What follows belongs to an exercise in optimizing a design on an open flow for small area and a short achievable clock period; a production flow would make more cautious choices.
In this exercise RTL edits were held to simulation tests only and were not proved equivalent to the original.
Power is estimated from default activity; no workload was simulated.

==> inputs of exp/onyx <==
## dmem_subword
module dmem_subword #(
  parameter int ADDR_W         = 8,
  parameter bit CLEAR_ON_RESET = 1'b1
) (
  input  logic              clk_dm,
  input  logic              rst_dm,
  input  logic              mem_req,
  output logic              mem_ready,
  input  logic              mem_we,
  input  logic [1:0]        mem_size,
  input  logic              mem_unsigned,
  input  logic [ADDR_W-1:0] dm_addr,
  input  logic [31:0]       mw_data,
  output logic [31:0]       m_r_data,
  output logic              mem_done,
  output logic              mem_err
);
==> module dmem_subword, before the edit <==
module dmem_subword #(
  parameter int ADDR_W         = 8,
  parameter bit CLEAR_ON_RESET = 1'b1
) (
  input  logic              clk_dm,
  input  logic              rst_dm,
  input  logic              mem_req,
  output logic              mem_ready,
  input  logic              mem_we,
  input  logic [1:0]        mem_size,
  input  logic              mem_unsigned,
  input  logic [ADDR_W-1:0] dm_addr,
  input  logic [31:0]       mw_data,
  output logic [31:0]       m_r_data,
  output logic              mem_done,
  output logic              mem_err
);
  localparam int IDX_W = ADDR_W - 2;
  localparam int DEPTH = 2 ** IDX_W;
  logic              ready_reg;
  logic [IDX_W-1:0]  clr_cnt_reg;
  logic              clear_active;
  logic              accept;
  logic              misaligned;
  logic [IDX_W-1:0]  acc_idx;
  logic [3:0]        store_be;
  logic [31:0]       store_data;
  logic [3:0]        lane_en;
  logic [31:0]       wr_data;
  logic [31:0]       rd_word;
  logic [31:0]       rd_shift;
  logic [31:0]       load_data;
  logic [31:0]       m_r_data_reg;
  logic              mem_done_reg;
  logic              mem_err_reg;
  always_ff @(posedge clk_dm) begin
    if (rst_dm) begin
      ready_reg   <= !CLEAR_ON_RESET;
      clr_cnt_reg <= '0;
    end else if (!ready_reg) begin
      clr_cnt_reg <= clr_cnt_reg + 1'b1;
      if (clr_cnt_reg == IDX_W'(DEPTH - 1)) ready_reg <= 1'b1;
    end
  end
  assign mem_ready    = ready_reg;
  assign clear_active = !ready_reg && !rst_dm;
  assign accept  = mem_req && ready_reg && !rst_dm;
  assign acc_idx = dm_addr[ADDR_W-1:2];
  always_comb begin
    misaligned = 1'b0;
    store_be   = 4'b0000;
    store_data = mw_data;
    case (mem_size)
      2'b00: begin
        store_be   = 4'b0001 << dm_addr[1:0];
        store_data = {4{mw_data[7:0]}};
      end
      2'b01: begin
        misaligned = dm_addr[0];
        store_be   = dm_addr[1] ? 4'b1100 : 4'b0011;
        store_data = {2{mw_data[15:0]}};
      end
      2'b10: begin
        misaligned = (dm_addr[1:0] != 2'b00);
        store_be   = 4'b1111;
      end
      default: misaligned = 1'b1;
    endcase
  end
  assign lane_en = clear_active ? 4'b1111
                 : ((accept && mem_we && !misaligned) ? store_be : 4'b0000);
  assign wr_data = clear_active ? 32'd0 : store_data;
  logic [31:0] mem [DEPTH];
  generate
    for (genvar wi = 0; wi < DEPTH; wi++) begin : g_word
      logic word_sel;
      assign word_sel = clear_active || (acc_idx == IDX_W'(wi));
      for (genvar gi = 0; gi < 4; gi++) begin : g_lane
        always_ff @(posedge clk_dm) begin
          if (word_sel && lane_en[gi]) mem[wi][gi*8 +: 8] <= wr_data[gi*8 +: 8];
        end
      end
    end
  endgenerate
  assign rd_word = mem[acc_idx];
  always_comb begin
    rd_shift  = rd_word >> {dm_addr[1:0], 3'b000};
    load_data = rd_word;
    case (mem_size)
      2'b00:   load_data = {{24{!mem_unsigned && rd_shift[7]}},  rd_shift[7:0]};
      2'b01:   load_data = {{16{!mem_unsigned && rd_shift[15]}}, rd_shift[15:0]};
      default: load_data = rd_word;
    endcase
  end
  always_ff @(posedge clk_dm) begin
    if (rst_dm) begin
      m_r_data_reg <= '0;
      mem_done_reg <= 1'b0;
      mem_err_reg  <= 1'b0;
    end else begin
      mem_done_reg <= accept;
      mem_err_reg  <= accept && misaligned;
      if (accept && (misaligned || !mem_we))
        m_r_data_reg <= misaligned ? 32'd0 : load_data;
    end
  end
  assign m_r_data = m_r_data_reg;
  assign mem_done = mem_done_reg;
  assign mem_err  = mem_err_reg;
endmodule
make LEC_CHECK=0 CAP_MARGIN=20 CORE_MARGIN=2 CORE_UTILIZATION=40 SLEW_MARGIN=20 finish   # period 3.6 ns
run.sh (not shown) runs the stock make flow with config.mk's settings and CLKGATE_MAP_FILE= SYNTH_SCRIPT=/design/flow/synth_recipe.tcl, a recipe that flattens the netlist after the stock synthesis.
==> exp/willow (differences from exp/onyx) <==
--- a/flow/design.v
+++ b/flow/design.v
@@ -17,16 +17,18 @@
 );
   localparam int IDX_W = ADDR_W - 2;
   localparam int DEPTH = 2 ** IDX_W;
-  logic              ready_reg;
-  logic [IDX_W-1:0]  clr_cnt_reg;
+  typedef enum logic [0:0] {ST_CLEAR = 1'b0, ST_IDLE = 1'b1} state_t;
+  state_t            state_reg, state_next;
+  logic [IDX_W-1:0]  clr_ptr_reg;
   logic              clear_active;
   logic              accept;
   logic              misaligned;
   logic [IDX_W-1:0]  acc_idx;
+  logic [IDX_W-1:0]  wr_idx;
+  logic [3:0]        wr_en;
+  logic [31:0]       wr_data;
   logic [3:0]        store_be;
   logic [31:0]       store_data;
-  logic [3:0]        lane_en;
-  logic [31:0]       wr_data;
   logic [31:0]       rd_word;
   logic [31:0]       rd_shift;
   logic [31:0]       load_data;
@@ -34,17 +36,28 @@
   logic              mem_done_reg;
   logic              mem_err_reg;
   always_ff @(posedge clk_dm) begin
-    if (rst_dm) begin
-      ready_reg   <= !CLEAR_ON_RESET;
-      clr_cnt_reg <= '0;
-    end else if (!ready_reg) begin
-      clr_cnt_reg <= clr_cnt_reg + 1'b1;
-      if (clr_cnt_reg == IDX_W'(DEPTH - 1)) ready_reg <= 1'b1;
-    end
+    if (rst_dm) state_reg <= ST_CLEAR;
+    else        state_reg <= state_next;
   end
-  assign mem_ready    = ready_reg;
-  assign clear_active = !ready_reg && !rst_dm;
-  assign accept  = mem_req && ready_reg && !rst_dm;
+  always_comb begin
+    state_next = state_reg;
+    case (state_reg)
+      ST_CLEAR: begin
+        if (!CLEAR_ON_RESET || (clr_ptr_reg == IDX_W'(DEPTH - 1)))
+          state_next = ST_IDLE;
+      end
+      default: state_next = ST_IDLE;
+    endcase
+  end
+  always_comb begin
+    mem_ready    = (state_reg == ST_IDLE);
+    clear_active = (state_reg == ST_CLEAR) && CLEAR_ON_RESET;
+  end
+  always_ff @(posedge clk_dm) begin
+    if (rst_dm)            clr_ptr_reg <= '0;
+    else if (clear_active) clr_ptr_reg <= clr_ptr_reg + 1'b1;
+  end
+  assign accept  = mem_req && mem_ready && !rst_dm;
   assign acc_idx = dm_addr[ADDR_W-1:2];
   always_comb begin
     misaligned = 1'b0;
@@ -67,22 +80,27 @@
       default: misaligned = 1'b1;
     endcase
   end
-  assign lane_en = clear_active ? 4'b1111
-                 : ((accept && mem_we && !misaligned) ? store_be : 4'b0000);
-  assign wr_data = clear_active ? 32'd0 : store_data;
-  logic [31:0] mem [DEPTH];
+  always_comb begin
+    wr_en   = 4'b0000;
+    wr_idx  = acc_idx;
+    wr_data = store_data;
+    if (!rst_dm && clear_active) begin
+      wr_en   = 4'b1111;
+      wr_idx  = clr_ptr_reg;
+      wr_data = '0;
+    end else if (accept && mem_we && !misaligned) begin
+      wr_en = store_be;
+    end
+  end
   generate
-    for (genvar wi = 0; wi < DEPTH; wi++) begin : g_word
-      logic word_sel;
-      assign word_sel = clear_active || (acc_idx == IDX_W'(wi));
-      for (genvar gi = 0; gi < 4; gi++) begin : g_lane
-        always_ff @(posedge clk_dm) begin
-          if (word_sel && lane_en[gi]) mem[wi][gi*8 +: 8] <= wr_data[gi*8 +: 8];
-        end
+    for (genvar gi = 0; gi < 4; gi++) begin : g_lane
+      logic [7:0] lane_mem [DEPTH];
+      always_ff @(posedge clk_dm) begin
+        if (wr_en[gi]) lane_mem[wr_idx] <= wr_data[gi*8 +: 8];
       end
+      assign rd_word[gi*8 +: 8] = lane_mem[acc_idx];
     end
   endgenerate
-  assign rd_word = mem[acc_idx];
   always_comb begin
     rd_shift  = rd_word >> {dm_addr[1:0], 3'b000};
     load_data = rd_word;
@@ -100,8 +118,10 @@
     end else begin
       mem_done_reg <= accept;
       mem_err_reg  <= accept && misaligned;
-      if (accept && (misaligned || !mem_we))
-        m_r_data_reg <= misaligned ? 32'd0 : load_data;
+      if (accept) begin
+        if (misaligned)   m_r_data_reg <= '0;
+        else if (!mem_we) m_r_data_reg <= load_data;
+      end
     end
   end
   assign m_r_data = m_r_data_reg;
==> comparison table <==
	exp/onyx	exp/willow
Antenna diode instance count	15	5
Run status	complete, but fails checks	timing/DRC/antenna clean
Layout check failures	negative setup slack	-
Switch Pwr	13.1 mW	11.5 mW
Via count of the first global-routing pass	53100	44800
Leak	36.1 nW	32.7 nW
GRT Overall Usage	0.356	0.219
Clk pwr share	0.388	0.414
Clock Network Area Fraction	0.0632	0.0688
Final count of negative-setup-slack endpoints	3	0
CP Launch Point	dm_addr[7]	dm_addr[2]
Number of tapcells	2640	2688
Worst hold path depth	3	4
Post-layout power	54.2 mW	52.1 mW
Total Die Area	201000 um2	210000 um2

afterwards: timing with drivers on the ports:
No port has a modelled driver above. Below, the same layouts with a new extraction and two added sets of constraints. Step 1, drivers: a clkbuf_16 drives clk_dm and a buf_2 each remaining input, both assumed. Step 2, shift: input delay + t, output delay - t, t = (earliest + latest rising clock arrival at the registers) / 2. This alone moves slack from input paths to output paths. Three values: ideal ports, drivers, drivers and shift; two values: the first two.
| run | t (ns) | slack for setup (ns) | worst setup path after step 2 | clock arrival spread, ns | worst data-port slew with drivers (ns) |
|---|---|---|---|---|---|
| exp/onyx | 0.956 | -0.030 / -0.051 / -1.007 | input to register | 0.054 / 0.054 | 0.18 |
| exp/willow | 0.895 | 0.150 / 0.185 / -0.710 | input to register | 0.080 / 0.080 | 0.10 |
With both steps, setup timing fails in exp/willow, where it was met with ideal ports. The setup slack of exp/onyx, which loses most, moves by -0.021 ns with the drivers and by -0.977 ns with both steps.
